What follows belongs to an exercise in optimizing a design on an open flow for small area and a short achievable clock period; a production flow would make more cautious choices.
At most, simulation tests tie the RTL to the original design; equivalence was not proved.
Only the layout flow was run in run 1; the RTL was not checked for function there.

==> flow/design.v (outline; a module is shown in full before it is edited, if it fits) <==
// module layer_blend: 1497 lines
// module lb_rows_and_n: 244 lines
// module lb_rows_mux_p: 244 lines
// module lb_rows_mux_n: 244 lines
// module lb_fa: 4 lines
// module lb_ha: 4 lines
// module lb_han: 4 lines
// module lb_mx: 3 lines
// module lb_and2: 3 lines
// module lb_or2: 3 lines
// module lb_maj: 3 lines
// module lb_a21oi: 3 lines
// module lb_o21ai: 3 lines
// module lb_nand2: 3 lines
// module lb_nor2: 3 lines
// module lb_inv: 3 lines
// module lb_xor2: 3 lines
// module lb_xnor2: 3 lines
// module lb_nd: 3 lines
module layer_blend #(
    parameter logic [23:0] BG_RGB    = 24'h000000,
    parameter logic        SYNC_IDLE = 1'b1
) (
    input  logic        clk,
    input  logic        rst,
    input  logic [31:0] color_rgba_top,
    input  logic [31:0] color_rgba_mid,
    input  logic [31:0] color_rgba_bot,
    input  logic        bright_in,
    input  logic        hsync_in,
    input  logic        vsync_in,
    output logic [23:0] rgb_out,
    output logic        bright_out,
    output logic        hsync_out,
    output logic        vsync_out
);
  // ...
==> flow/flow/run.sh <==
#!/bin/bash
set -euo pipefail
extra=()
if [[ -f flow/make.args ]]; then
  while IFS= read -r line; do [[ -n "$line" ]] && extra+=("$line"); done < flow/make.args
fi
bash standard.sh SYNTH_CANONICALIZE_TCL="$PWD/flow/leafmap.tcl" "${extra[@]}" finish > make.log 2>&1
==> flow/flow/leafmap.tcl <==
# Replace the design's leaf modules (full adders, inverted mux bits) by their cells.
techmap -map [file dirname [info script]]/leafmap.v
hierarchy -check -top $::env(DESIGN_NAME)
==> flow/flow/leafmap.v <==
// Map the design's leaf modules one-to-one onto sky130hd cells.
module lb_fa (input wire a, input wire b, input wire c, output wire s, output wire co);
    sky130_fd_sc_hd__fa_1 _TECHMAP_REPLACE_ (.A(a), .B(b), .CIN(c), .SUM(s), .COUT(co));
endmodule

module lb_ha (input wire a, input wire b, output wire s, output wire co);
    sky130_fd_sc_hd__ha_1 _TECHMAP_REPLACE_ (.A(a), .B(b), .SUM(s), .COUT(co));
endmodule

module lb_han (input wire a, input wire b, output wire s, output wire co);
    sky130_fd_sc_hd__xnor2_1 x (.A(a), .B(b), .Y(s));
    sky130_fd_sc_hd__or2_1 o (.A(a), .B(b), .X(co));
endmodule

module lb_mx (input wire sn, input wire f, input wire s, input wire b, output wire y);
    sky130_fd_sc_hd__o22ai_1 _TECHMAP_REPLACE_ (.A1(sn), .A2(f), .B1(s), .B2(b), .Y(y));
endmodule

module lb_nd (input wire a, input wire b, output wire y);
    sky130_fd_sc_hd__nand2_1 _TECHMAP_REPLACE_ (.A(a), .B(b), .Y(y));
endmodule

module lb_a21oi (input wire a1, input wire a2, input wire b1, output wire y);
    sky130_fd_sc_hd__a21oi_1 _TECHMAP_REPLACE_ (.A1(a1), .A2(a2), .B1(b1), .Y(y));
endmodule

module lb_o21ai (input wire a1, input wire a2, input wire b1, output wire y);
    sky130_fd_sc_hd__o21ai_0 _TECHMAP_REPLACE_ (.A1(a1), .A2(a2), .B1(b1), .Y(y));
endmodule

module lb_nand2 (input wire a, input wire b, output wire y);
    sky130_fd_sc_hd__nand2_1 _TECHMAP_REPLACE_ (.A(a), .B(b), .Y(y));
endmodule

module lb_nor2 (input wire a, input wire b, output wire y);
    sky130_fd_sc_hd__nor2_1 _TECHMAP_REPLACE_ (.A(a), .B(b), .Y(y));
endmodule

module lb_inv (input wire a, output wire y);
    sky130_fd_sc_hd__inv_1 _TECHMAP_REPLACE_ (.A(a), .Y(y));
endmodule

module lb_xor2 (input wire a, input wire b, output wire y);
    sky130_fd_sc_hd__xor2_1 _TECHMAP_REPLACE_ (.A(a), .B(b), .X(y));
endmodule

module lb_xnor2 (input wire a, input wire b, output wire y);
    sky130_fd_sc_hd__xnor2_1 _TECHMAP_REPLACE_ (.A(a), .B(b), .Y(y));
endmodule

module lb_maj (input wire a, input wire b, input wire c, output wire y);
    sky130_fd_sc_hd__maj3_1 _TECHMAP_REPLACE_ (.A(a), .B(b), .C(c), .X(y));
endmodule

module lb_and2 (input wire a, input wire b, output wire y);
    sky130_fd_sc_hd__and2_1 _TECHMAP_REPLACE_ (.A(a), .B(b), .X(y));
endmodule

module lb_or2 (input wire a, input wire b, output wire y);
    sky130_fd_sc_hd__or2_1 _TECHMAP_REPLACE_ (.A(a), .B(b), .X(y));
endmodule
==> flow/flow/make.args <==
BUFFER_PORTS_ARGS=-buffer_cell sky130_fd_sc_hd__buf_1
==> flow/standard.sh <==
#!/bin/bash
# synth_recipe.tcl (not shown) runs the flow's synth.tcl, then flattens the netlist and writes it again
# the make line also repeats each setting of config.mk as NAME=value (left out here)
make -C /OpenROAD-flow-scripts/flow DESIGN_CONFIG=/design/flow/config.mk WORK_HOME=/design/flow/orfs CLKGATE_MAP_FILE= SYNTH_SCRIPT=/design/flow/synth_recipe.tcl "${@:-finish}"
==> flow/config.mk <==
export PLATFORM = sky130hd
export DESIGN_NAME = layer_blend
export DESIGN_NICKNAME = layer_blend
export VERILOG_FILES = /design/flow/design.v
export SDC_FILE = /design/flow/constraint.sdc
export NUM_CORES = 4
export LEC_CHECK = 0
export CAP_MARGIN = 20
export CORE_MARGIN = 2
export CORE_UTILIZATION = 60
export CTS_BUF_LIST = sky130_fd_sc_hd__clkbuf_8
export CTS_CLUSTER_DIAMETER = 60
export CTS_CLUSTER_SIZE = 20
export SETUP_SLACK_MARGIN = 4.0
export SLEW_MARGIN = 20
==> flow/constraint.sdc <==
create_clock -name core_clock -period 8.0 [get_ports {clk}]
set_input_delay 1.6000 -clock core_clock [delete_from_list [all_inputs] [get_ports {clk}]]
set_output_delay 1.6000 -clock core_clock [all_outputs]
set_load 0.01 [all_outputs]
==> results.txt, run 1 <==
Die:
- For this configuration, the core starts out at a cell density of 0.612.

Placement:
- OpenSTA, run right after detailed placement, puts the worst setup slack at 3310 ps.
- The number of placed instances, taps included, is 2,772.
- The placer's final routability congestion estimate is 0.940.
- The post-DP HPWL is 42,000 um.

Drt:
- After detailed routing, the total wire length is 56,300 um.

Timing:
- The final count of pins violating max slew is 0.
- The worst-margin pin slew is 1170 ps.
- After layout, the worst setup slack is 4130 ps.

Hold path:
- The startpoint identified for the worst hold timing path is top_d1_r[19].

Run:
- The reported max-cap violation count is 0.

Global routing:
- For this run the aggregate overflow at the end of global routing stands at 0.
- In the global route stage, overall resource usage came out at 0.299.
- The number of global-route vias before repair is 18,561.

Yosys:
- The most used flip-flop cell after synthesis is dfxtp_1.
- The proportion of synthesized chip area in sequential cells is 0.268.
- By area the synthesized netlist is led by fa_1, dfxtp_1, o22ai_1, nand2_1, xor2_1.

Final layout:
- Counting the clock-network buffers in the layout gives 27.
- Among all cell classes, the greatest summed area belongs to multi-input gates.
- The sequential cell count is 292.

Outcome:
- The flow ran to the end and the layout has no timing, DRC or antenna violations.

Worst setup path:
- The source of the critical timing path is s2_k_r[9].
- On the worst path, the slowest cell contributes a delay of 470 ps.
- The largest driver fanout on the critical path is 7.
- In this run the critical register-to-register path is launched from s2_k_r[9].

Clocking:
- The clock passes through at most 3 buffers.
- Gates resized during post-CTS repair numbered 32.
==> module lb_rows_and_n, before the edit <==
module lb_rows_and_n (
    input wire [7:0] f, input wire [7:0] a,
    output wire [7:0] hx, output wire [7:0] hy, output wire [4:0] k
);
    wire pp0_0;
    lb_nd u_pp0_0 (.a(a[0]), .b(f[0]), .y(pp0_0));
    wire pp0_1;
    lb_nd u_pp0_1 (.a(a[0]), .b(f[1]), .y(pp0_1));
    wire pp0_2;
    lb_nd u_pp0_2 (.a(a[0]), .b(f[2]), .y(pp0_2));
    wire pp0_3;
    lb_nd u_pp0_3 (.a(a[0]), .b(f[3]), .y(pp0_3));
    wire pp0_4;
    lb_nd u_pp0_4 (.a(a[0]), .b(f[4]), .y(pp0_4));
    wire pp0_5;
    lb_nd u_pp0_5 (.a(a[0]), .b(f[5]), .y(pp0_5));
    wire pp0_6;
    lb_nd u_pp0_6 (.a(a[0]), .b(f[6]), .y(pp0_6));
    wire pp0_7;
    lb_nd u_pp0_7 (.a(a[0]), .b(f[7]), .y(pp0_7));
    wire pp1_0;
    lb_nd u_pp1_0 (.a(a[1]), .b(f[0]), .y(pp1_0));
    wire pp1_1;
    lb_nd u_pp1_1 (.a(a[1]), .b(f[1]), .y(pp1_1));
    wire pp1_2;
    lb_nd u_pp1_2 (.a(a[1]), .b(f[2]), .y(pp1_2));
    wire pp1_3;
    lb_nd u_pp1_3 (.a(a[1]), .b(f[3]), .y(pp1_3));
    wire pp1_4;
    lb_nd u_pp1_4 (.a(a[1]), .b(f[4]), .y(pp1_4));
    wire pp1_5;
    lb_nd u_pp1_5 (.a(a[1]), .b(f[5]), .y(pp1_5));
    wire pp1_6;
    lb_nd u_pp1_6 (.a(a[1]), .b(f[6]), .y(pp1_6));
    wire pp1_7;
    lb_nd u_pp1_7 (.a(a[1]), .b(f[7]), .y(pp1_7));
    wire pp2_0;
    lb_nd u_pp2_0 (.a(a[2]), .b(f[0]), .y(pp2_0));
    wire pp2_1;
    lb_nd u_pp2_1 (.a(a[2]), .b(f[1]), .y(pp2_1));
    wire pp2_2;
    lb_nd u_pp2_2 (.a(a[2]), .b(f[2]), .y(pp2_2));
    wire pp2_3;
    lb_nd u_pp2_3 (.a(a[2]), .b(f[3]), .y(pp2_3));
    wire pp2_4;
    lb_nd u_pp2_4 (.a(a[2]), .b(f[4]), .y(pp2_4));
    wire pp2_5;
    lb_nd u_pp2_5 (.a(a[2]), .b(f[5]), .y(pp2_5));
    wire pp2_6;
    lb_nd u_pp2_6 (.a(a[2]), .b(f[6]), .y(pp2_6));
    wire pp2_7;
    lb_nd u_pp2_7 (.a(a[2]), .b(f[7]), .y(pp2_7));
    wire pp3_0;
    lb_nd u_pp3_0 (.a(a[3]), .b(f[0]), .y(pp3_0));
    wire pp3_1;
    lb_nd u_pp3_1 (.a(a[3]), .b(f[1]), .y(pp3_1));
    wire pp3_2;
    lb_nd u_pp3_2 (.a(a[3]), .b(f[2]), .y(pp3_2));
    wire pp3_3;
    lb_nd u_pp3_3 (.a(a[3]), .b(f[3]), .y(pp3_3));
    wire pp3_4;
    lb_nd u_pp3_4 (.a(a[3]), .b(f[4]), .y(pp3_4));
    wire pp3_5;
    lb_nd u_pp3_5 (.a(a[3]), .b(f[5]), .y(pp3_5));
    wire pp3_6;
    lb_nd u_pp3_6 (.a(a[3]), .b(f[6]), .y(pp3_6));
    wire pp3_7;
    lb_nd u_pp3_7 (.a(a[3]), .b(f[7]), .y(pp3_7));
    wire pp4_0;
    lb_nd u_pp4_0 (.a(a[4]), .b(f[0]), .y(pp4_0));
    wire pp4_1;
    lb_nd u_pp4_1 (.a(a[4]), .b(f[1]), .y(pp4_1));
    wire pp4_2;
    lb_nd u_pp4_2 (.a(a[4]), .b(f[2]), .y(pp4_2));
    wire pp4_3;
    lb_nd u_pp4_3 (.a(a[4]), .b(f[3]), .y(pp4_3));
    wire pp4_4;
    lb_nd u_pp4_4 (.a(a[4]), .b(f[4]), .y(pp4_4));
    wire pp4_5;
    lb_nd u_pp4_5 (.a(a[4]), .b(f[5]), .y(pp4_5));
    wire pp4_6;
    lb_nd u_pp4_6 (.a(a[4]), .b(f[6]), .y(pp4_6));
    wire pp4_7;
    lb_nd u_pp4_7 (.a(a[4]), .b(f[7]), .y(pp4_7));
    wire pp5_0;
    lb_nd u_pp5_0 (.a(a[5]), .b(f[0]), .y(pp5_0));
    wire pp5_1;
    lb_nd u_pp5_1 (.a(a[5]), .b(f[1]), .y(pp5_1));
    wire pp5_2;
    lb_nd u_pp5_2 (.a(a[5]), .b(f[2]), .y(pp5_2));
    wire pp5_3;
    lb_nd u_pp5_3 (.a(a[5]), .b(f[3]), .y(pp5_3));
    wire pp5_4;
    lb_nd u_pp5_4 (.a(a[5]), .b(f[4]), .y(pp5_4));
    wire pp5_5;
    lb_nd u_pp5_5 (.a(a[5]), .b(f[5]), .y(pp5_5));
    wire pp5_6;
    lb_nd u_pp5_6 (.a(a[5]), .b(f[6]), .y(pp5_6));
    wire pp5_7;
    lb_nd u_pp5_7 (.a(a[5]), .b(f[7]), .y(pp5_7));
    wire pp6_0;
    lb_nd u_pp6_0 (.a(a[6]), .b(f[0]), .y(pp6_0));
    wire pp6_1;
    lb_nd u_pp6_1 (.a(a[6]), .b(f[1]), .y(pp6_1));
    wire pp6_2;
    lb_nd u_pp6_2 (.a(a[6]), .b(f[2]), .y(pp6_2));
    wire pp6_3;
    lb_nd u_pp6_3 (.a(a[6]), .b(f[3]), .y(pp6_3));
    wire pp6_4;
    lb_nd u_pp6_4 (.a(a[6]), .b(f[4]), .y(pp6_4));
    wire pp6_5;
    lb_nd u_pp6_5 (.a(a[6]), .b(f[5]), .y(pp6_5));
    wire pp6_6;
    lb_nd u_pp6_6 (.a(a[6]), .b(f[6]), .y(pp6_6));
    wire pp6_7;
    lb_nd u_pp6_7 (.a(a[6]), .b(f[7]), .y(pp6_7));
    wire pp7_0;
    lb_nd u_pp7_0 (.a(a[7]), .b(f[0]), .y(pp7_0));
    wire pp7_1;
    lb_nd u_pp7_1 (.a(a[7]), .b(f[1]), .y(pp7_1));
    wire pp7_2;
    lb_nd u_pp7_2 (.a(a[7]), .b(f[2]), .y(pp7_2));
    wire pp7_3;
    lb_nd u_pp7_3 (.a(a[7]), .b(f[3]), .y(pp7_3));
    wire pp7_4;
    lb_nd u_pp7_4 (.a(a[7]), .b(f[4]), .y(pp7_4));
    wire pp7_5;
    lb_nd u_pp7_5 (.a(a[7]), .b(f[5]), .y(pp7_5));
    wire pp7_6;
    lb_nd u_pp7_6 (.a(a[7]), .b(f[6]), .y(pp7_6));
    wire pp7_7;
    lb_nd u_pp7_7 (.a(a[7]), .b(f[7]), .y(pp7_7));
    wire w1, w2;
    lb_han u_w1 (.a(pp0_5), .b(pp1_4), .s(w1), .co(w2));
    wire w3, w4;
    lb_fa u_w3 (.a(pp0_6), .b(pp1_5), .c(pp2_4), .s(w3), .co(w4));
    wire w5, w6;
    lb_han u_w5 (.a(pp3_3), .b(pp4_2), .s(w5), .co(w6));
    wire w7, w8;
    lb_fa u_w7 (.a(pp0_7), .b(pp1_6), .c(pp2_5), .s(w7), .co(w8));
    wire w9, w10;
    lb_fa u_w9 (.a(pp3_4), .b(pp4_3), .c(pp5_2), .s(w9), .co(w10));
    wire w11, w12;
    lb_han u_w11 (.a(pp6_1), .b(pp7_0), .s(w11), .co(w12));
    wire w13, w14;
    lb_fa u_w13 (.a(pp1_7), .b(pp2_6), .c(pp3_5), .s(w13), .co(w14));
    wire w15, w16;
    lb_fa u_w15 (.a(pp4_4), .b(pp5_3), .c(pp6_2), .s(w15), .co(w16));
    wire w17, w18;
    lb_fa u_w17 (.a(pp2_7), .b(pp3_6), .c(pp4_5), .s(w17), .co(w18));
    wire w19, w20;
    lb_han u_w19 (.a(pp0_3), .b(pp1_2), .s(w19), .co(w20));
    wire w21, w22;
    lb_fa u_w21 (.a(pp0_4), .b(pp1_3), .c(pp2_2), .s(w21), .co(w22));
    wire w23, w24;
    lb_han u_w23 (.a(pp3_1), .b(pp4_0), .s(w23), .co(w24));
    wire w25, w26;
    lb_fa u_w25 (.a(pp2_3), .b(pp3_2), .c(pp4_1), .s(w25), .co(w26));
    wire w27, w28;
    lb_fa u_w27 (.a(pp5_0), .b(pp7_5), .c(w1), .s(w27), .co(w28));
    wire w29, w30;
    lb_fa u_w29 (.a(pp5_1), .b(pp6_0), .c(pp7_6), .s(w29), .co(w30));
    wire w31, w32;
    lb_fa u_w31 (.a(w2), .b(w5), .c(w3), .s(w31), .co(w32));
    wire w33, w34;
    lb_fa u_w33 (.a(pp7_7), .b(w6), .c(w11), .s(w33), .co(w34));
    wire w35, w36;
    lb_fa u_w35 (.a(w4), .b(w7), .c(w9), .s(w35), .co(w36));
    wire w37, w38;
    lb_fa u_w37 (.a(pp7_1), .b(w12), .c(w8), .s(w37), .co(w38));
    wire w39, w40;
    lb_fa u_w39 (.a(w10), .b(w13), .c(w15), .s(w39), .co(w40));
    wire w41, w42;
    lb_fa u_w41 (.a(pp5_4), .b(pp6_3), .c(pp7_2), .s(w41), .co(w42));
    wire w43, w44;
    lb_fa u_w43 (.a(w14), .b(w16), .c(w17), .s(w43), .co(w44));
    wire w45, w46;
    lb_fa u_w45 (.a(pp3_7), .b(pp4_6), .c(pp5_5), .s(w45), .co(w46));
    wire w47, w48;
    lb_fa u_w47 (.a(pp6_4), .b(pp7_3), .c(w18), .s(w47), .co(w48));
    wire w49, w50;
    lb_fa u_w49 (.a(pp4_7), .b(pp5_6), .c(pp6_5), .s(w49), .co(w50));
    wire w51, w52;
    lb_han u_w51 (.a(pp0_2), .b(pp1_1), .s(w51), .co(w52));
    wire w53, w54;
    lb_fa u_w53 (.a(pp2_1), .b(pp3_0), .c(pp7_3), .s(w53), .co(w54));
    wire w55, w56;
    lb_fa u_w55 (.a(pp7_4), .b(w20), .c(w23), .s(w55), .co(w56));
    wire w57, w58;
    lb_fa u_w57 (.a(w24), .b(w22), .c(w25), .s(w57), .co(w58));
    wire w59, w60;
    lb_fa u_w59 (.a(w26), .b(w29), .c(w28), .s(w59), .co(w60));
    wire w61, w62;
    lb_fa u_w61 (.a(w30), .b(w33), .c(w32), .s(w61), .co(w62));
    wire w63, w64;
    lb_fa u_w63 (.a(w34), .b(w36), .c(w37), .s(w63), .co(w64));
    wire w65, w66;
    lb_fa u_w65 (.a(w41), .b(w38), .c(w40), .s(w65), .co(w66));
    wire w67, w68;
    lb_fa u_w67 (.a(w42), .b(w45), .c(w44), .s(w67), .co(w68));
    wire w69, w70;
    lb_fa u_w69 (.a(pp7_4), .b(w46), .c(w49), .s(w69), .co(w70));
    wire w71, w72;
    lb_fa u_w71 (.a(pp5_7), .b(pp6_6), .c(pp7_5), .s(w71), .co(w72));
    wire w73, w74;
    lb_han u_w73 (.a(pp0_1), .b(pp1_0), .s(w73), .co(w74));
    wire w75, w76;
    lb_fa u_w75 (.a(pp2_0), .b(pp7_2), .c(w51), .s(w75), .co(w76));
    wire w77, w78;
    lb_fa u_w77 (.a(w52), .b(w19), .c(w53), .s(w77), .co(w78));
    wire w79, w80;
    lb_fa u_w79 (.a(w54), .b(w21), .c(w55), .s(w79), .co(w80));
    wire w81, w82;
    lb_fa u_w81 (.a(w56), .b(w27), .c(w57), .s(w81), .co(w82));
    wire w83, w84;
    lb_fa u_w83 (.a(w58), .b(w31), .c(w59), .s(w83), .co(w84));
    wire w85, w86;
    lb_fa u_w85 (.a(w35), .b(w60), .c(w61), .s(w85), .co(w86));
    wire w87, w88;
    lb_fa u_w87 (.a(w39), .b(w62), .c(w63), .s(w87), .co(w88));
    wire w89, w90;
    lb_fa u_w89 (.a(w43), .b(w64), .c(w65), .s(w89), .co(w90));
    wire w91, w92;
    lb_fa u_w91 (.a(w47), .b(w66), .c(w67), .s(w91), .co(w92));
    wire w93, w94;
    lb_fa u_w93 (.a(w48), .b(w69), .c(w68), .s(w93), .co(w94));
    wire w95, w96;
    lb_fa u_w95 (.a(w50), .b(w71), .c(w70), .s(w95), .co(w96));
    wire w97, w98;
    lb_fa u_w97 (.a(pp6_7), .b(pp7_6), .c(w72), .s(w97), .co(w98));
    wire [8:0] cy;
    assign cy[0] = 1'b0;
    assign cy[1] = (~pp0_0 & ~pp7_0) | ((~pp0_0 | ~pp7_0) & cy[0]);
    assign cy[2] = (~w73 & ~pp7_1) | ((~w73 | ~pp7_1) & cy[1]);
    assign cy[3] = (~w74 & ~w75) | ((~w74 | ~w75) & cy[2]);
    assign cy[4] = (~w76 & ~w77) | ((~w76 | ~w77) & cy[3]);
    assign cy[5] = (~w78 & ~w79) | ((~w78 | ~w79) & cy[4]);
    assign cy[6] = (~w80 & ~w81) | ((~w80 | ~w81) & cy[5]);
    assign cy[7] = (~w82 & ~w83) | ((~w82 | ~w83) & cy[6]);
    assign cy[8] = (~w84 & ~w85) | ((~w84 | ~w85) & cy[7]);
    assign k = {w82, w83, ~cy[6], w84, w85};
    assign hx = {1'b1, w98, w96, w94, w92, w90, w88, w86};
    assign hy = {1'b1, pp7_7, w97, w95, w93, w91, w89, w87};
endmodule
==> module lb_rows_mux_p, before the edit <==
module lb_rows_mux_p (
    input wire [7:0] f, input wire [7:0] b, input wire [7:0] a, input wire [7:0] an,
    output wire [7:0] hx, output wire [7:0] hy, output wire [4:0] k
);
    wire pp0_0;
    lb_mx u_pp0_0 (.sn(an[0]), .f(f[0]), .s(a[0]), .b(b[0]), .y(pp0_0));
    wire pp0_1;
    lb_mx u_pp0_1 (.sn(an[0]), .f(f[1]), .s(a[0]), .b(b[1]), .y(pp0_1));
    wire pp0_2;
    lb_mx u_pp0_2 (.sn(an[0]), .f(f[2]), .s(a[0]), .b(b[2]), .y(pp0_2));
    wire pp0_3;
    lb_mx u_pp0_3 (.sn(an[0]), .f(f[3]), .s(a[0]), .b(b[3]), .y(pp0_3));
    wire pp0_4;
    lb_mx u_pp0_4 (.sn(an[0]), .f(f[4]), .s(a[0]), .b(b[4]), .y(pp0_4));
    wire pp0_5;
    lb_mx u_pp0_5 (.sn(an[0]), .f(f[5]), .s(a[0]), .b(b[5]), .y(pp0_5));
    wire pp0_6;
    lb_mx u_pp0_6 (.sn(an[0]), .f(f[6]), .s(a[0]), .b(b[6]), .y(pp0_6));
    wire pp0_7;
    lb_mx u_pp0_7 (.sn(an[0]), .f(f[7]), .s(a[0]), .b(b[7]), .y(pp0_7));
    wire pp1_0;
    lb_mx u_pp1_0 (.sn(an[1]), .f(f[0]), .s(a[1]), .b(b[0]), .y(pp1_0));
    wire pp1_1;
    lb_mx u_pp1_1 (.sn(an[1]), .f(f[1]), .s(a[1]), .b(b[1]), .y(pp1_1));
    wire pp1_2;
    lb_mx u_pp1_2 (.sn(an[1]), .f(f[2]), .s(a[1]), .b(b[2]), .y(pp1_2));
    wire pp1_3;
    lb_mx u_pp1_3 (.sn(an[1]), .f(f[3]), .s(a[1]), .b(b[3]), .y(pp1_3));
    wire pp1_4;
    lb_mx u_pp1_4 (.sn(an[1]), .f(f[4]), .s(a[1]), .b(b[4]), .y(pp1_4));
    wire pp1_5;
    lb_mx u_pp1_5 (.sn(an[1]), .f(f[5]), .s(a[1]), .b(b[5]), .y(pp1_5));
    wire pp1_6;
    lb_mx u_pp1_6 (.sn(an[1]), .f(f[6]), .s(a[1]), .b(b[6]), .y(pp1_6));
    wire pp1_7;
    lb_mx u_pp1_7 (.sn(an[1]), .f(f[7]), .s(a[1]), .b(b[7]), .y(pp1_7));
    wire pp2_0;
    lb_mx u_pp2_0 (.sn(an[2]), .f(f[0]), .s(a[2]), .b(b[0]), .y(pp2_0));
    wire pp2_1;
    lb_mx u_pp2_1 (.sn(an[2]), .f(f[1]), .s(a[2]), .b(b[1]), .y(pp2_1));
    wire pp2_2;
    lb_mx u_pp2_2 (.sn(an[2]), .f(f[2]), .s(a[2]), .b(b[2]), .y(pp2_2));
    wire pp2_3;
    lb_mx u_pp2_3 (.sn(an[2]), .f(f[3]), .s(a[2]), .b(b[3]), .y(pp2_3));
    wire pp2_4;
    lb_mx u_pp2_4 (.sn(an[2]), .f(f[4]), .s(a[2]), .b(b[4]), .y(pp2_4));
    wire pp2_5;
    lb_mx u_pp2_5 (.sn(an[2]), .f(f[5]), .s(a[2]), .b(b[5]), .y(pp2_5));
    wire pp2_6;
    lb_mx u_pp2_6 (.sn(an[2]), .f(f[6]), .s(a[2]), .b(b[6]), .y(pp2_6));
    wire pp2_7;
    lb_mx u_pp2_7 (.sn(an[2]), .f(f[7]), .s(a[2]), .b(b[7]), .y(pp2_7));
    wire pp3_0;
    lb_mx u_pp3_0 (.sn(an[3]), .f(f[0]), .s(a[3]), .b(b[0]), .y(pp3_0));
    wire pp3_1;
    lb_mx u_pp3_1 (.sn(an[3]), .f(f[1]), .s(a[3]), .b(b[1]), .y(pp3_1));
    wire pp3_2;
    lb_mx u_pp3_2 (.sn(an[3]), .f(f[2]), .s(a[3]), .b(b[2]), .y(pp3_2));
    wire pp3_3;
    lb_mx u_pp3_3 (.sn(an[3]), .f(f[3]), .s(a[3]), .b(b[3]), .y(pp3_3));
    wire pp3_4;
    lb_mx u_pp3_4 (.sn(an[3]), .f(f[4]), .s(a[3]), .b(b[4]), .y(pp3_4));
    wire pp3_5;
    lb_mx u_pp3_5 (.sn(an[3]), .f(f[5]), .s(a[3]), .b(b[5]), .y(pp3_5));
    wire pp3_6;
    lb_mx u_pp3_6 (.sn(an[3]), .f(f[6]), .s(a[3]), .b(b[6]), .y(pp3_6));
    wire pp3_7;
    lb_mx u_pp3_7 (.sn(an[3]), .f(f[7]), .s(a[3]), .b(b[7]), .y(pp3_7));
    wire pp4_0;
    lb_mx u_pp4_0 (.sn(an[4]), .f(f[0]), .s(a[4]), .b(b[0]), .y(pp4_0));
    wire pp4_1;
    lb_mx u_pp4_1 (.sn(an[4]), .f(f[1]), .s(a[4]), .b(b[1]), .y(pp4_1));
    wire pp4_2;
    lb_mx u_pp4_2 (.sn(an[4]), .f(f[2]), .s(a[4]), .b(b[2]), .y(pp4_2));
    wire pp4_3;
    lb_mx u_pp4_3 (.sn(an[4]), .f(f[3]), .s(a[4]), .b(b[3]), .y(pp4_3));
    wire pp4_4;
    lb_mx u_pp4_4 (.sn(an[4]), .f(f[4]), .s(a[4]), .b(b[4]), .y(pp4_4));
    wire pp4_5;
    lb_mx u_pp4_5 (.sn(an[4]), .f(f[5]), .s(a[4]), .b(b[5]), .y(pp4_5));
    wire pp4_6;
    lb_mx u_pp4_6 (.sn(an[4]), .f(f[6]), .s(a[4]), .b(b[6]), .y(pp4_6));
    wire pp4_7;
    lb_mx u_pp4_7 (.sn(an[4]), .f(f[7]), .s(a[4]), .b(b[7]), .y(pp4_7));
    wire pp5_0;
    lb_mx u_pp5_0 (.sn(an[5]), .f(f[0]), .s(a[5]), .b(b[0]), .y(pp5_0));
    wire pp5_1;
    lb_mx u_pp5_1 (.sn(an[5]), .f(f[1]), .s(a[5]), .b(b[1]), .y(pp5_1));
    wire pp5_2;
    lb_mx u_pp5_2 (.sn(an[5]), .f(f[2]), .s(a[5]), .b(b[2]), .y(pp5_2));
    wire pp5_3;
    lb_mx u_pp5_3 (.sn(an[5]), .f(f[3]), .s(a[5]), .b(b[3]), .y(pp5_3));
    wire pp5_4;
    lb_mx u_pp5_4 (.sn(an[5]), .f(f[4]), .s(a[5]), .b(b[4]), .y(pp5_4));
    wire pp5_5;
    lb_mx u_pp5_5 (.sn(an[5]), .f(f[5]), .s(a[5]), .b(b[5]), .y(pp5_5));
    wire pp5_6;
    lb_mx u_pp5_6 (.sn(an[5]), .f(f[6]), .s(a[5]), .b(b[6]), .y(pp5_6));
    wire pp5_7;
    lb_mx u_pp5_7 (.sn(an[5]), .f(f[7]), .s(a[5]), .b(b[7]), .y(pp5_7));
    wire pp6_0;
    lb_mx u_pp6_0 (.sn(an[6]), .f(f[0]), .s(a[6]), .b(b[0]), .y(pp6_0));
    wire pp6_1;
    lb_mx u_pp6_1 (.sn(an[6]), .f(f[1]), .s(a[6]), .b(b[1]), .y(pp6_1));
    wire pp6_2;
    lb_mx u_pp6_2 (.sn(an[6]), .f(f[2]), .s(a[6]), .b(b[2]), .y(pp6_2));
    wire pp6_3;
    lb_mx u_pp6_3 (.sn(an[6]), .f(f[3]), .s(a[6]), .b(b[3]), .y(pp6_3));
    wire pp6_4;
    lb_mx u_pp6_4 (.sn(an[6]), .f(f[4]), .s(a[6]), .b(b[4]), .y(pp6_4));
    wire pp6_5;
    lb_mx u_pp6_5 (.sn(an[6]), .f(f[5]), .s(a[6]), .b(b[5]), .y(pp6_5));
    wire pp6_6;
    lb_mx u_pp6_6 (.sn(an[6]), .f(f[6]), .s(a[6]), .b(b[6]), .y(pp6_6));
    wire pp6_7;
    lb_mx u_pp6_7 (.sn(an[6]), .f(f[7]), .s(a[6]), .b(b[7]), .y(pp6_7));
    wire pp7_0;
    lb_mx u_pp7_0 (.sn(an[7]), .f(f[0]), .s(a[7]), .b(b[0]), .y(pp7_0));
    wire pp7_1;
    lb_mx u_pp7_1 (.sn(an[7]), .f(f[1]), .s(a[7]), .b(b[1]), .y(pp7_1));
    wire pp7_2;
    lb_mx u_pp7_2 (.sn(an[7]), .f(f[2]), .s(a[7]), .b(b[2]), .y(pp7_2));
    wire pp7_3;
    lb_mx u_pp7_3 (.sn(an[7]), .f(f[3]), .s(a[7]), .b(b[3]), .y(pp7_3));
    wire pp7_4;
    lb_mx u_pp7_4 (.sn(an[7]), .f(f[4]), .s(a[7]), .b(b[4]), .y(pp7_4));
    wire pp7_5;
    lb_mx u_pp7_5 (.sn(an[7]), .f(f[5]), .s(a[7]), .b(b[5]), .y(pp7_5));
    wire pp7_6;
    lb_mx u_pp7_6 (.sn(an[7]), .f(f[6]), .s(a[7]), .b(b[6]), .y(pp7_6));
    wire pp7_7;
    lb_mx u_pp7_7 (.sn(an[7]), .f(f[7]), .s(a[7]), .b(b[7]), .y(pp7_7));
    wire w1, w2;
    lb_ha u_w1 (.a(pp0_5), .b(pp1_4), .s(w1), .co(w2));
    wire w3, w4;
    lb_fa u_w3 (.a(pp0_6), .b(pp1_5), .c(pp2_4), .s(w3), .co(w4));
    wire w5, w6;
    lb_ha u_w5 (.a(pp3_3), .b(pp4_2), .s(w5), .co(w6));
    wire w7, w8;
    lb_fa u_w7 (.a(pp0_7), .b(pp1_6), .c(pp2_5), .s(w7), .co(w8));
    wire w9, w10;
    lb_fa u_w9 (.a(pp3_4), .b(pp4_3), .c(pp5_2), .s(w9), .co(w10));
    wire w11, w12;
    lb_ha u_w11 (.a(pp6_1), .b(pp7_0), .s(w11), .co(w12));
    wire w13, w14;
    lb_fa u_w13 (.a(pp1_7), .b(pp2_6), .c(pp3_5), .s(w13), .co(w14));
    wire w15, w16;
    lb_fa u_w15 (.a(pp4_4), .b(pp5_3), .c(pp6_2), .s(w15), .co(w16));
    wire w17, w18;
    lb_fa u_w17 (.a(pp2_7), .b(pp3_6), .c(pp4_5), .s(w17), .co(w18));
    wire w19, w20;
    lb_ha u_w19 (.a(pp0_3), .b(pp1_2), .s(w19), .co(w20));
    wire w21, w22;
    lb_fa u_w21 (.a(pp0_4), .b(pp1_3), .c(pp2_2), .s(w21), .co(w22));
    wire w23, w24;
    lb_ha u_w23 (.a(pp3_1), .b(pp4_0), .s(w23), .co(w24));
    wire w25, w26;
    lb_fa u_w25 (.a(pp2_3), .b(pp3_2), .c(pp4_1), .s(w25), .co(w26));
    wire w27, w28;
    lb_fa u_w27 (.a(pp5_0), .b(pp7_5), .c(w1), .s(w27), .co(w28));
    wire w29, w30;
    lb_fa u_w29 (.a(pp5_1), .b(pp6_0), .c(pp7_6), .s(w29), .co(w30));
    wire w31, w32;
    lb_fa u_w31 (.a(w2), .b(w5), .c(w3), .s(w31), .co(w32));
    wire w33, w34;
    lb_fa u_w33 (.a(pp7_7), .b(w6), .c(w11), .s(w33), .co(w34));
    wire w35, w36;
    lb_fa u_w35 (.a(w4), .b(w7), .c(w9), .s(w35), .co(w36));
    wire w37, w38;
    lb_fa u_w37 (.a(pp7_1), .b(w12), .c(w8), .s(w37), .co(w38));
    wire w39, w40;
    lb_fa u_w39 (.a(w10), .b(w13), .c(w15), .s(w39), .co(w40));
    wire w41, w42;
    lb_fa u_w41 (.a(pp5_4), .b(pp6_3), .c(pp7_2), .s(w41), .co(w42));
    wire w43, w44;
    lb_fa u_w43 (.a(w14), .b(w16), .c(w17), .s(w43), .co(w44));
    wire w45, w46;
    lb_fa u_w45 (.a(pp3_7), .b(pp4_6), .c(pp5_5), .s(w45), .co(w46));
    wire w47, w48;
    lb_fa u_w47 (.a(pp6_4), .b(pp7_3), .c(w18), .s(w47), .co(w48));
    wire w49, w50;
    lb_fa u_w49 (.a(pp4_7), .b(pp5_6), .c(pp6_5), .s(w49), .co(w50));
    wire w51, w52;
    lb_ha u_w51 (.a(pp0_2), .b(pp1_1), .s(w51), .co(w52));
    wire w53, w54;
    lb_fa u_w53 (.a(pp2_1), .b(pp3_0), .c(pp7_3), .s(w53), .co(w54));
    wire w55, w56;
    lb_fa u_w55 (.a(pp7_4), .b(w20), .c(w23), .s(w55), .co(w56));
    wire w57, w58;
    lb_fa u_w57 (.a(w24), .b(w22), .c(w25), .s(w57), .co(w58));
    wire w59, w60;
    lb_fa u_w59 (.a(w26), .b(w29), .c(w28), .s(w59), .co(w60));
    wire w61, w62;
    lb_fa u_w61 (.a(w30), .b(w33), .c(w32), .s(w61), .co(w62));
    wire w63, w64;
    lb_fa u_w63 (.a(w34), .b(w36), .c(w37), .s(w63), .co(w64));
    wire w65, w66;
    lb_fa u_w65 (.a(w41), .b(w38), .c(w40), .s(w65), .co(w66));
    wire w67, w68;
    lb_fa u_w67 (.a(w42), .b(w45), .c(w44), .s(w67), .co(w68));
    wire w69, w70;
    lb_fa u_w69 (.a(pp7_4), .b(w46), .c(w49), .s(w69), .co(w70));
    wire w71, w72;
    lb_fa u_w71 (.a(pp5_7), .b(pp6_6), .c(pp7_5), .s(w71), .co(w72));
    wire w73, w74;
    lb_ha u_w73 (.a(pp0_1), .b(pp1_0), .s(w73), .co(w74));
    wire w75, w76;
    lb_fa u_w75 (.a(pp2_0), .b(pp7_2), .c(w51), .s(w75), .co(w76));
    wire w77, w78;
    lb_fa u_w77 (.a(w52), .b(w19), .c(w53), .s(w77), .co(w78));
    wire w79, w80;
    lb_fa u_w79 (.a(w54), .b(w21), .c(w55), .s(w79), .co(w80));
    wire w81, w82;
    lb_fa u_w81 (.a(w56), .b(w27), .c(w57), .s(w81), .co(w82));
    wire w83, w84;
    lb_fa u_w83 (.a(w58), .b(w31), .c(w59), .s(w83), .co(w84));
    wire w85, w86;
    lb_fa u_w85 (.a(w35), .b(w60), .c(w61), .s(w85), .co(w86));
    wire w87, w88;
    lb_fa u_w87 (.a(w39), .b(w62), .c(w63), .s(w87), .co(w88));
    wire w89, w90;
    lb_fa u_w89 (.a(w43), .b(w64), .c(w65), .s(w89), .co(w90));
    wire w91, w92;
    lb_fa u_w91 (.a(w47), .b(w66), .c(w67), .s(w91), .co(w92));
    wire w93, w94;
    lb_fa u_w93 (.a(w48), .b(w69), .c(w68), .s(w93), .co(w94));
    wire w95, w96;
    lb_fa u_w95 (.a(w50), .b(w71), .c(w70), .s(w95), .co(w96));
    wire w97, w98;
    lb_fa u_w97 (.a(pp6_7), .b(pp7_6), .c(w72), .s(w97), .co(w98));
    wire [8:0] cy;
    assign cy[0] = 1'b0;
    assign cy[1] = (pp0_0 & pp7_0) | ((pp0_0 | pp7_0) & cy[0]);
    assign cy[2] = (w73 & pp7_1) | ((w73 | pp7_1) & cy[1]);
    assign cy[3] = (w74 & w75) | ((w74 | w75) & cy[2]);
    assign cy[4] = (w76 & w77) | ((w76 | w77) & cy[3]);
    assign cy[5] = (w78 & w79) | ((w78 | w79) & cy[4]);
    assign cy[6] = (w80 & w81) | ((w80 | w81) & cy[5]);
    assign cy[7] = (w82 & w83) | ((w82 | w83) & cy[6]);
    assign cy[8] = (w84 & w85) | ((w84 | w85) & cy[7]);
    assign k = {w82, w83, cy[6], w84, w85};
    assign hx = {1'b0, w98, w96, w94, w92, w90, w88, w86};
    assign hy = {1'b0, pp7_7, w97, w95, w93, w91, w89, w87};
endmodule
==> run 2, diff against run 1 <==
--- a/flow/design.v
+++ b/flow/design.v
@@ -14,22 +14,20 @@
     output logic        bright_out,
     output logic        hsync_out,
     output logic        vsync_out
 );
     logic [23:0] s1_hx_n_r, s1_hy_n_r;    
     logic [14:0] s1_k_n_r;
     logic [23:0] mid_rgb_n_r;             
     logic [7:0]  mid_a_r;
-    logic [7:0]  mid_a_n_r;               
     logic [31:0] top_d1_r;
     logic [23:0] s2_hx_r, s2_hy_r;        
     logic [14:0] s2_k_r;
     logic [31:0] top_d2_r;
-    logic [7:0]  top_a_n_d2_r;            
     logic [23:0] s3_hx_n_r, s3_hy_n_r;    
     logic [14:0] s3_k_n_r;
     logic [1:0]  bright_sr_r;
     logic [1:0]  hsync_sr_r;
     logic [1:0]  vsync_sr_r;
     logic [23:0] hx1_n, hy1_n, hx2, hy2, hx3_n, hy3_n;
     logic [14:0] k1_n, k2, k3_n;       
     logic [23:0] c1_n, c2;
@@ -1445,36 +1443,34 @@
                 lb_rows_and_n u_b1 (.f(color_rgba_bot[8*ch+15:8*ch+8]), .a(color_rgba_bot[7:0]),
                                .hx(hx1_n[8*ch+7:8*ch]), .hy(hy1_n[8*ch+7:8*ch]), .k(k1_n[5*ch+4:5*ch]));
             end else begin : g_colour
                 lb_rows_mux_n u_b1 (.f(color_rgba_bot[8*ch+15:8*ch+8]), .b(BG_RGB[8*ch+7:8*ch]),
                                .a(color_rgba_bot[7:0]), .an(~color_rgba_bot[7:0]),
                                .hx(hx1_n[8*ch+7:8*ch]), .hy(hy1_n[8*ch+7:8*ch]), .k(k1_n[5*ch+4:5*ch]));
             end
             lb_rows_mux_p u_b2 (.f(mid_rgb_n_r[8*ch+7:8*ch]), .b(c1_n[8*ch+7:8*ch]),
-                           .a(mid_a_r), .an(mid_a_n_r),
+                           .a(mid_a_r), .an(~mid_a_r),
                            .hx(hx2[8*ch+7:8*ch]), .hy(hy2[8*ch+7:8*ch]), .k(k2[5*ch+4:5*ch]));
             lb_rows_mux_n u_b3 (.f(top_d2_r[8*ch+15:8*ch+8]), .b(c2[8*ch+7:8*ch]),
-                           .a(top_d2_r[7:0]), .an(top_a_n_d2_r),
+                           .a(top_d2_r[7:0]), .an(~top_d2_r[7:0]),
                            .hx(hx3_n[8*ch+7:8*ch]), .hy(hy3_n[8*ch+7:8*ch]), .k(k3_n[5*ch+4:5*ch]));
         end
     endgenerate
     always_ff @(posedge clk) begin
         s1_hx_n_r   <= hx1_n;
         s1_hy_n_r   <= hy1_n;
         s1_k_n_r    <= k1_n;
         mid_rgb_n_r <= ~color_rgba_mid[31:8];
         mid_a_r     <= color_rgba_mid[7:0];
-        mid_a_n_r   <= ~color_rgba_mid[7:0];
         top_d1_r    <= color_rgba_top;
         s2_hx_r     <= hx2;
         s2_hy_r     <= hy2;
         s2_k_r      <= k2;
         top_d2_r    <= top_d1_r;
-        top_a_n_d2_r <= ~top_d1_r[7:0];
     end
     always_ff @(posedge clk) begin
         s3_hx_n_r <= hx3_n;
         s3_hy_n_r <= hy3_n;
         s3_k_n_r  <= k3_n;
     end
     assign rgb_out = bright_out ? rgb_s : 24'h000000;
     always_ff @(posedge clk) begin
@@ -1720,27 +1716,55 @@
     wire w91, w92;
     lb_fa u_w91 (.a(w47), .b(w66), .c(w67), .s(w91), .co(w92));
     wire w93, w94;
     lb_fa u_w93 (.a(w48), .b(w69), .c(w68), .s(w93), .co(w94));
     wire w95, w96;
     lb_fa u_w95 (.a(w50), .b(w71), .c(w70), .s(w95), .co(w96));
     wire w97, w98;
     lb_fa u_w97 (.a(pp6_7), .b(pp7_6), .c(w72), .s(w97), .co(w98));
-    wire [8:0] cy;
-    assign cy[0] = 1'b0;
-    assign cy[1] = (~pp0_0 & ~pp7_0) | ((~pp0_0 | ~pp7_0) & cy[0]);
-    assign cy[2] = (~w73 & ~pp7_1) | ((~w73 | ~pp7_1) & cy[1]);
-    assign cy[3] = (~w74 & ~w75) | ((~w74 | ~w75) & cy[2]);
-    assign cy[4] = (~w76 & ~w77) | ((~w76 | ~w77) & cy[3]);
-    assign cy[5] = (~w78 & ~w79) | ((~w78 | ~w79) & cy[4]);
-    assign cy[6] = (~w80 & ~w81) | ((~w80 | ~w81) & cy[5]);
-    assign cy[7] = (~w82 & ~w83) | ((~w82 | ~w83) & cy[6]);
-    assign cy[8] = (~w84 & ~w85) | ((~w84 | ~w85) & cy[7]);
-    assign k = {w82, w83, ~cy[6], w84, w85};
+    wire lc1;
+    lb_nand2 u_lc1 (.a(w73), .b(pp7_1), .y(lc1));
+    wire lc2;
+    lb_nand2 u_lc2 (.a(w74), .b(w75), .y(lc2));
+    wire lc3;
+    lb_nand2 u_lc3 (.a(w76), .b(w77), .y(lc3));
+    wire lc4;
+    lb_nand2 u_lc4 (.a(w78), .b(w79), .y(lc4));
+    wire lc5;
+    lb_nand2 u_lc5 (.a(w80), .b(w81), .y(lc5));
+    wire lc6;
+    lb_nor2 u_lc6 (.a(w73), .b(pp7_1), .y(lc6));
+    wire lc7;
+    lb_nor2 u_lc7 (.a(w74), .b(w75), .y(lc7));
+    wire lc8;
+    lb_nor2 u_lc8 (.a(w76), .b(w77), .y(lc8));
+    wire lc9;
+    lb_nor2 u_lc9 (.a(w78), .b(w79), .y(lc9));
+    wire lc10;
+    lb_nor2 u_lc10 (.a(w80), .b(w81), .y(lc10));
+    wire lc11;
+    lb_nor2 u_lc11 (.a(pp0_0), .b(pp7_0), .y(lc11));
+    wire lc12;
+    lb_o21ai u_lc12 (.a1(lc6), .a2(lc11), .b1(lc1), .y(lc12));
+    wire lc13;
+    lb_inv u_lc13 (.a(lc2), .y(lc13));
+    wire lc14;
+    lb_inv u_lc14 (.a(lc7), .y(lc14));
+    wire lc15;
+    lb_a21oi u_lc15 (.a1(lc14), .a2(lc12), .b1(lc13), .y(lc15));
+    wire lc16;
+    lb_o21ai u_lc16 (.a1(lc8), .a2(lc15), .b1(lc3), .y(lc16));
+    wire lc17;
+    lb_o21ai u_lc17 (.a1(lc10), .a2(lc4), .b1(lc5), .y(lc17));
+    wire lc18;
+    lb_nor2 u_lc18 (.a(lc10), .b(lc9), .y(lc18));
+    wire lc19;
+    lb_a21o u_lc19 (.a1(lc18), .a2(lc16), .b1(lc17), .y(lc19));
+    assign k = {w82, w83, lc19, w84, w85};
     assign hx = {1'b1, w98, w96, w94, w92, w90, w88, w86};
     assign hy = {1'b1, pp7_7, w97, w95, w93, w91, w89, w87};
 endmodule
 module lb_rows_mux_p (
     input wire [7:0] f, input wire [7:0] b, input wire [7:0] a, input wire [7:0] an,
     output wire [7:0] hx, output wire [7:0] hy, output wire [4:0] k
 );
     wire pp0_0;
@@ -1964,27 +1988,55 @@
     wire w91, w92;
     lb_fa u_w91 (.a(w47), .b(w66), .c(w67), .s(w91), .co(w92));
     wire w93, w94;
     lb_fa u_w93 (.a(w48), .b(w69), .c(w68), .s(w93), .co(w94));
     wire w95, w96;
     lb_fa u_w95 (.a(w50), .b(w71), .c(w70), .s(w95), .co(w96));
     wire w97, w98;
     lb_fa u_w97 (.a(pp6_7), .b(pp7_6), .c(w72), .s(w97), .co(w98));
-    wire [8:0] cy;
-    assign cy[0] = 1'b0;
-    assign cy[1] = (pp0_0 & pp7_0) | ((pp0_0 | pp7_0) & cy[0]);
-    assign cy[2] = (w73 & pp7_1) | ((w73 | pp7_1) & cy[1]);
-    assign cy[3] = (w74 & w75) | ((w74 | w75) & cy[2]);
-    assign cy[4] = (w76 & w77) | ((w76 | w77) & cy[3]);
-    assign cy[5] = (w78 & w79) | ((w78 | w79) & cy[4]);
-    assign cy[6] = (w80 & w81) | ((w80 | w81) & cy[5]);
-    assign cy[7] = (w82 & w83) | ((w82 | w83) & cy[6]);
-    assign cy[8] = (w84 & w85) | ((w84 | w85) & cy[7]);
-    assign k = {w82, w83, cy[6], w84, w85};
+    wire lc1;
+    lb_nand2 u_lc1 (.a(w73), .b(pp7_1), .y(lc1));
+    wire lc2;
+    lb_nand2 u_lc2 (.a(w74), .b(w75), .y(lc2));
+    wire lc3;
+    lb_nand2 u_lc3 (.a(w76), .b(w77), .y(lc3));
+    wire lc4;
+    lb_nand2 u_lc4 (.a(w78), .b(w79), .y(lc4));
+    wire lc5;
+    lb_nand2 u_lc5 (.a(w80), .b(w81), .y(lc5));
+    wire lc6;
+    lb_nor2 u_lc6 (.a(w73), .b(pp7_1), .y(lc6));
+    wire lc7;
+    lb_nor2 u_lc7 (.a(w74), .b(w75), .y(lc7));
+    wire lc8;
+    lb_nor2 u_lc8 (.a(w76), .b(w77), .y(lc8));
+    wire lc9;
+    lb_nor2 u_lc9 (.a(w78), .b(w79), .y(lc9));
+    wire lc10;
+    lb_nor2 u_lc10 (.a(w80), .b(w81), .y(lc10));
+    wire lc11;
+    lb_nand2 u_lc11 (.a(pp0_0), .b(pp7_0), .y(lc11));
+    wire lc12;
+    lb_o21ai u_lc12 (.a1(lc6), .a2(lc11), .b1(lc1), .y(lc12));
+    wire lc13;
+    lb_inv u_lc13 (.a(lc2), .y(lc13));
+    wire lc14;
+    lb_inv u_lc14 (.a(lc7), .y(lc14));
+    wire lc15;
+    lb_a21oi u_lc15 (.a1(lc14), .a2(lc12), .b1(lc13), .y(lc15));
+    wire lc16;
+    lb_o21ai u_lc16 (.a1(lc8), .a2(lc15), .b1(lc3), .y(lc16));
+    wire lc17;
+    lb_o21ai u_lc17 (.a1(lc10), .a2(lc4), .b1(lc5), .y(lc17));
+    wire lc18;
+    lb_nor2 u_lc18 (.a(lc10), .b(lc9), .y(lc18));
+    wire lc19;
+    lb_a21o u_lc19 (.a1(lc18), .a2(lc16), .b1(lc17), .y(lc19));
+    assign k = {w82, w83, lc19, w84, w85};
     assign hx = {1'b0, w98, w96, w94, w92, w90, w88, w86};
     assign hy = {1'b0, pp7_7, w97, w95, w93, w91, w89, w87};
 endmodule
 module lb_rows_mux_n (
     input wire [7:0] f, input wire [7:0] b, input wire [7:0] a, input wire [7:0] an,
     output wire [7:0] hx, output wire [7:0] hy, output wire [4:0] k
 );
     wire pp0_0;
@@ -2208,27 +2260,55 @@
     wire w91, w92;
     lb_fa u_w91 (.a(w47), .b(w66), .c(w67), .s(w91), .co(w92));
     wire w93, w94;
     lb_fa u_w93 (.a(w48), .b(w69), .c(w68), .s(w93), .co(w94));
     wire w95, w96;
     lb_fa u_w95 (.a(w50), .b(w71), .c(w70), .s(w95), .co(w96));
     wire w97, w98;
     lb_fa u_w97 (.a(pp6_7), .b(pp7_6), .c(w72), .s(w97), .co(w98));
-    wire [8:0] cy;
-    assign cy[0] = 1'b0;
-    assign cy[1] = (~pp0_0 & ~pp7_0) | ((~pp0_0 | ~pp7_0) & cy[0]);
-    assign cy[2] = (~w73 & ~pp7_1) | ((~w73 | ~pp7_1) & cy[1]);
-    assign cy[3] = (~w74 & ~w75) | ((~w74 | ~w75) & cy[2]);
-    assign cy[4] = (~w76 & ~w77) | ((~w76 | ~w77) & cy[3]);
-    assign cy[5] = (~w78 & ~w79) | ((~w78 | ~w79) & cy[4]);
-    assign cy[6] = (~w80 & ~w81) | ((~w80 | ~w81) & cy[5]);
-    assign cy[7] = (~w82 & ~w83) | ((~w82 | ~w83) & cy[6]);
-    assign cy[8] = (~w84 & ~w85) | ((~w84 | ~w85) & cy[7]);
-    assign k = {w82, w83, ~cy[6], w84, w85};
+    wire lc1;
+    lb_nand2 u_lc1 (.a(w73), .b(pp7_1), .y(lc1));
+    wire lc2;
+    lb_nand2 u_lc2 (.a(w74), .b(w75), .y(lc2));
+    wire lc3;
+    lb_nand2 u_lc3 (.a(w76), .b(w77), .y(lc3));
+    wire lc4;
+    lb_nand2 u_lc4 (.a(w78), .b(w79), .y(lc4));
+    wire lc5;
+    lb_nand2 u_lc5 (.a(w80), .b(w81), .y(lc5));
+    wire lc6;
+    lb_nor2 u_lc6 (.a(w73), .b(pp7_1), .y(lc6));
+    wire lc7;
+    lb_nor2 u_lc7 (.a(w74), .b(w75), .y(lc7));
+    wire lc8;
+    lb_nor2 u_lc8 (.a(w76), .b(w77), .y(lc8));
+    wire lc9;
+    lb_nor2 u_lc9 (.a(w78), .b(w79), .y(lc9));
+    wire lc10;
+    lb_nor2 u_lc10 (.a(w80), .b(w81), .y(lc10));
+    wire lc11;
+    lb_nor2 u_lc11 (.a(pp0_0), .b(pp7_0), .y(lc11));
+    wire lc12;
+    lb_o21ai u_lc12 (.a1(lc6), .a2(lc11), .b1(lc1), .y(lc12));
+    wire lc13;
+    lb_inv u_lc13 (.a(lc2), .y(lc13));
+    wire lc14;
+    lb_inv u_lc14 (.a(lc7), .y(lc14));
+    wire lc15;
+    lb_a21oi u_lc15 (.a1(lc14), .a2(lc12), .b1(lc13), .y(lc15));
+    wire lc16;
+    lb_o21ai u_lc16 (.a1(lc8), .a2(lc15), .b1(lc3), .y(lc16));
+    wire lc17;
+    lb_o21ai u_lc17 (.a1(lc10), .a2(lc4), .b1(lc5), .y(lc17));
+    wire lc18;
+    lb_nor2 u_lc18 (.a(lc10), .b(lc9), .y(lc18));
+    wire lc19;
+    lb_a21o u_lc19 (.a1(lc18), .a2(lc16), .b1(lc17), .y(lc19));
+    assign k = {w82, w83, lc19, w84, w85};
     assign hx = {1'b1, w98, w96, w94, w92, w90, w88, w86};
     assign hy = {1'b1, pp7_7, w97, w95, w93, w91, w89, w87};
 endmodule
 module lb_fa (input wire a, input wire b, input wire c, output wire s, output wire co);
     assign s  = a ^ b ^ c;
     assign co = (a & b) | (a & c) | (b & c);
 endmodule
 module lb_ha (input wire a, input wire b, output wire s, output wire co);
@@ -2237,16 +2317,19 @@
 endmodule
 module lb_han (input wire a, input wire b, output wire s, output wire co);
     assign s  = ~(a ^ b);
     assign co = a | b;
 endmodule
 module lb_mx (input wire sn, input wire f, input wire s, input wire b, output wire y);
     assign y = ~((sn | f) & (s | b));
 endmodule
+module lb_a21o (input wire a1, input wire a2, input wire b1, output wire y);
+    assign y = (a1 & a2) | b1;
+endmodule
 module lb_and2 (input wire a, input wire b, output wire y);
     assign y = a & b;
 endmodule
 module lb_or2 (input wire a, input wire b, output wire y);
     assign y = a | b;
 endmodule
 module lb_maj (input wire a, input wire b, input wire c, output wire y);
     assign y = (a & b) | (a & c) | (b & c);
--- a/flow/flow/leafmap.v
+++ b/flow/flow/leafmap.v
@@ -54,8 +54,12 @@
 
 module lb_and2 (input wire a, input wire b, output wire y);
     sky130_fd_sc_hd__and2_1 _TECHMAP_REPLACE_ (.A(a), .B(b), .X(y));
 endmodule
 
 module lb_or2 (input wire a, input wire b, output wire y);
     sky130_fd_sc_hd__or2_1 _TECHMAP_REPLACE_ (.A(a), .B(b), .X(y));
 endmodule
+
+module lb_a21o (input wire a1, input wire a2, input wire b1, output wire y);
+    sky130_fd_sc_hd__a21o_1 _TECHMAP_REPLACE_ (.A1(a1), .A2(a2), .B1(b1), .X(y));
+endmodule
--- a/flow/config.mk
+++ b/flow/config.mk
@@ -6,10 +6,10 @@
 export NUM_CORES = 4
 export LEC_CHECK = 0
 export CAP_MARGIN = 20
 export CORE_MARGIN = 2
 export CORE_UTILIZATION = 60
 export CTS_BUF_LIST = sky130_fd_sc_hd__clkbuf_8
 export CTS_CLUSTER_DIAMETER = 60
 export CTS_CLUSTER_SIZE = 20
-export SETUP_SLACK_MARGIN = 4.0
+export SETUP_SLACK_MARGIN = 4.2
 export SLEW_MARGIN = 20
==> results.txt, run 2 <==
Outcome:
- The run finished with no timing, DRC or antenna violations.

Yosys:
- For this run, the number of Yosys warnings is 1.
- The synthesized netlist cell count is 2,253.
- The complex-gate fraction of the synthesized area is 0.170.
- The mux cell area share after synthesis is 0.
- In this run the mean area of a mapped cell was 9.63 um^2.
- Counting flops with an async set or reset pin after synthesis yields a share of 0.
- Sorting the synthesized cells by how often they occur yields o22ai_1, fa_1, nand2_1, dfxtp_1, nor2_1.
- By area the synthesized netlist is led by fa_1, dfxtp_1, o22ai_1, nand2_1, xor2_1.
- Of the total synthesized cell area, the portion taken by XOR and XNOR cells is 0.0678.
- The number of different library cells used by synthesis comes to 18.
- The count of state elements after synthesis is 276.
- The most common cell in the netlist is o22ai_1.
- The arithmetic-cell share of the synthesized area counting full adders, half adders and majority gates is 0.361.
- The proportion of synthesized chip area in sequential cells is 0.255 (-0.0132).
- The prevailing post-synth register cell is dfxtp_1.
- The synthesized netlist occupies a cell area of 0.0217 mm^2.
- Of the total synthesized cell area, the portion taken by AND, OR, NAND and NOR gates is 0.127.
- The combinational family with the most area after synthesis is adder cells.
- Of the post-synthesis cell area, the dominant cell type holds 0.349.
- The number of enable-type register cells in the synthesized netlist is 0.
- The synthesized net count is 2,753.
- The most area-hungry cell type in the Yosys netlist is fa_1.

Die:
- The starting utilization of the core area is 0.610 (-0.00210).
- In this run the core area contains 69 standard-cell rows.
- The die area is 0.0377 mm^2.
- After floorplanning, the core was sized to cover 0.0356 mm^2.
- 128 I/O pins were placed.
- The height of the die is 194 um.
- The x dimension of the die is 194 um.

Clocking:
- The clock drives 276 sinks.
- The clock tree from TritonCTS is done.
- The maximum root-to-sink buffer count came to 3 (unchanged).
- Clock tree synthesis inserted a total of 26 buffers.
- After clock tree synthesis, the clock-pin slew on the worst setup and hold paths is 110 ps.
- The cell sitting at the root of the clock tree is a clkbuf_8.
- In this run the number of H-tree levels came out at 1.
- For this design, the CTS-stage hold fixing added 0 buffers.
- For the worst-skew pair, the clock arrives at the later sink with an insertion delay of 630 ps.

Drt:
- In the routed layout, each cell is associated on average with a via count of 6.13.
- After detailed routing, the number of remaining DRC violations is 0.
- The violation count after the first detailed-route iteration is 1,777.
- The overall routed net length is 56,100 um (-0.41%).
- The count of vias placed by the detailed router is 18,301.
- The first TritonRoute pass finished after 8 iterations.
- The post-detailed-route wirelength per cell is 18.8 um.
- Once detail routing completed, the nets flagged for antenna violations numbered 0.

Timing:
- The final count of pins violating max slew is 0 (unchanged).
- Setup repair after global routing could not meet its margin everywhere.
- The shortest clock period the worst path allows after layout is 3780 ps.
- Adding up every negative setup slack in the final design gives 0 ps.
- The worst-margin pin slew is 1060 ps (-114 ps).
- Measured against its own limit, the worst slew margin works out to 0.295.
- The hold violation total from the final report came to 0.
- In the finished design, the share of the clock period the worst path needs comes to 0.473.
- The worst hold slack is 333 ps.
- The smallest setup slack after layout is 4220 ps (+87.3 ps).
- The setup skew after layout is 42.6 ps.
- The maximum clock frequency is 264 MHz.
- Setup violations remaining at the end of the flow were counted as 0.

Worst setup path:
- The setup path with the least slack is of type reg2out.
- The critical path launch point type is a flop.
- The source of the critical timing path is s3_k_n_r[9].
- The required time at the endpoint of the critical path is 6400 ps.
- The critical path data arrival time is 2180 ps.
- Counting cells, the worst reg-to-reg path comes to 13.
- The largest driver fanout on the critical path is 6 (-1).
- In this run the critical register-to-register path is launched from s2_k_r[8].
- The setup check on the worst reg-to-reg path leaves a slack of 4310 ps.
- The endpoint type of the worst setup path is a primary output.
- The worst register-to-register path ends at s3_hy_n_r[9].

Global routing:
- The leftover overflow at the end of global routing came to 0 (unchanged).
- The initial antenna violation count is 0.
- The aggregate global-route resource usage is 0.293 (-0.00553).
- The wire length of the first global-routing pass is 90,500 um.
- Entering global routing, the biggest net connects 26 pins.
- The number of global-route vias before repair is 18,389 (-0.93%).

Hold path:
- The path class of the tightest hold or removal check is reg2reg.
- The startpoint identified for the worst hold timing path is top_d1_r[1].
- For hold timing, the worst endpoint is top_d2_r[1].
- The cell depth of the worst hold path is 0.

Placement:
- The number of buffers added on ports is 127.
- Summing all placed instances gives a cell area of 0.0229 mm^2.
- The post-DP HPWL is 41,500 um (-1.2%).
- The placer's final routability congestion estimate is 0.938 (-0.24%).
- The worst setup timing slack at the placement stage was 3490 ps (+175 ps).

Final layout:
- The synthesis-to-finish area growth is 13.7%.
- The number of nets in the layout is 3,004.
- The largest registers in the layout are top_d1_r x32, top_d2_r x32, mid_rgb_n_r x24.
- The leading cell type in the layout, fill and taps excluded is o22ai_1.
- In the final layout, the share of cells above drive strength 1 is 0.112.
- After routing the design area is 0.0247 mm^2.
- In the layout the commonest cells are o22ai_1, fa_1, nand2_1.
- 0 antenna diodes ended up in the layout.

Run:
- The reported max-cap violation count was 0 (unchanged).
[run 2: cell types whose count changed in the layout (fill, tap and decap cells not counted), moves of 25 or more]
cell	previous run	this run
buf_4	49	95
dfxtp_1	292	267
o21ai_1	4	32
nand2_1	309	356
nor2_1	152	191
[run 2: cells by family (layout without fill, tap and decap cells)]
logic type | count (synthesis) | count (layout)
flip-flops | 276 | 276
XOR/XNOR | 168 | 168
AO/OA/AOI/OAI | 636 | 636
buffers and inverters | 111 | 381
AND/OR/NAND/NOR | 663 | 663
adder cells (fa/ha/maj) | 399 | 399
[run 2: layout make-up]
class / count / area (um^2)
well taps: 461 / 577
clock buffers: 27 / 372
flip-flops and latches: 276 / 5540
repair inverters: 2 / 10.0
clock inverters: 20 / 308
repair buffers: 223 / 1220
multi-input cells: 1866 / 16200
fillers: 2879 / 10900
inverters: 109 / 417
[run 2: worst max-delay path by stage]
stage / slack (ps) / depth (start not counted) / endpoint
2_1_floorplan: 4340 / 11 / s2_hy_r[0]
3_3_place_gp: 3340 / 6 / s1_hy_n_r[8]
3_5_place_dp: 3490 / 6 / s1_hy_n_r[8]
4_1_cts: 4160 / 8 / rgb_out[12]
5_1_grt: 4070 / 7 / rgb_out[12]
6_report: 4220 / 8 / rgb_out[13]
[run 2: per-stage QoR]
stage / std cells / utilization
global route: 2984 / 0.693
finish: 2984 / 0.693
global placement: 2866 / 0.644
floorplan: 2253 / -
detailed placement: 2866 / 0.644
CTS: 2917 / 0.671
[run 2: worst max-delay path, stage by stage, from the launching register on]
cell and delay (ps):
dfxtp_2 330, or2_1 230, a21oi_2 170, o21ai_4 100
buf_4 150, a21oi_2 160, xor2_1 140, and2_2 140
clkbuf_2 120
[run 2: timing repair]
item	in CTS	in global routing
setup buffers	4	65
endpoints found under the setup margin	106	100
cloned	0	2
resized for setup	52	121
pin swaps	4	45
endpoints found under the hold margin	0	0
[run 2: per-layer routing]
metal	vias to the layer above	track usage	wire, um
met5	-	0	0
met4	0	0.105	1890
met3	196	0.0553	5280
met2	1067	0.493	26900
met1	8759	0.382	22000
li1	8279	-	-

[static timing again, ports no longer ideal]
The results above use ideal ports. As a check the final layouts listed here were re-extracted and re-timed, cells and wires unchanged. Step 1 (the two cells are an assumption about what drives the block):
set clk [get_ports {clk}]
set_driving_cell -lib_cell sky130_fd_sc_hd__clkbuf_16 $clk
set_driving_cell -lib_cell sky130_fd_sc_hd__buf_2 [delete_from_list [all_inputs] $clk]
Step 2, shift: input delay + t, output delay - t, t = (earliest + latest rising clock arrival at the registers) / 2. This alone moves slack from input paths to output paths. a / b / c = no drivers / after step 1 / after step 2; a / b = the first two.
run | t, ns | setup WS [ns] | worst setup path at the end | pins driven straight from the clock port
run 1 | 0.655 | 4.130 / 4.127 / 3.701 | input to register | 1
run 2 | 0.664 | 4.218 / 4.165 / 3.805 | input to register | 1
After both steps setup and hold are still met in every run listed. For run 1, which loses most, drivers alone change the setup slack by -0.003 ns; drivers and shift together by -0.429 ns.
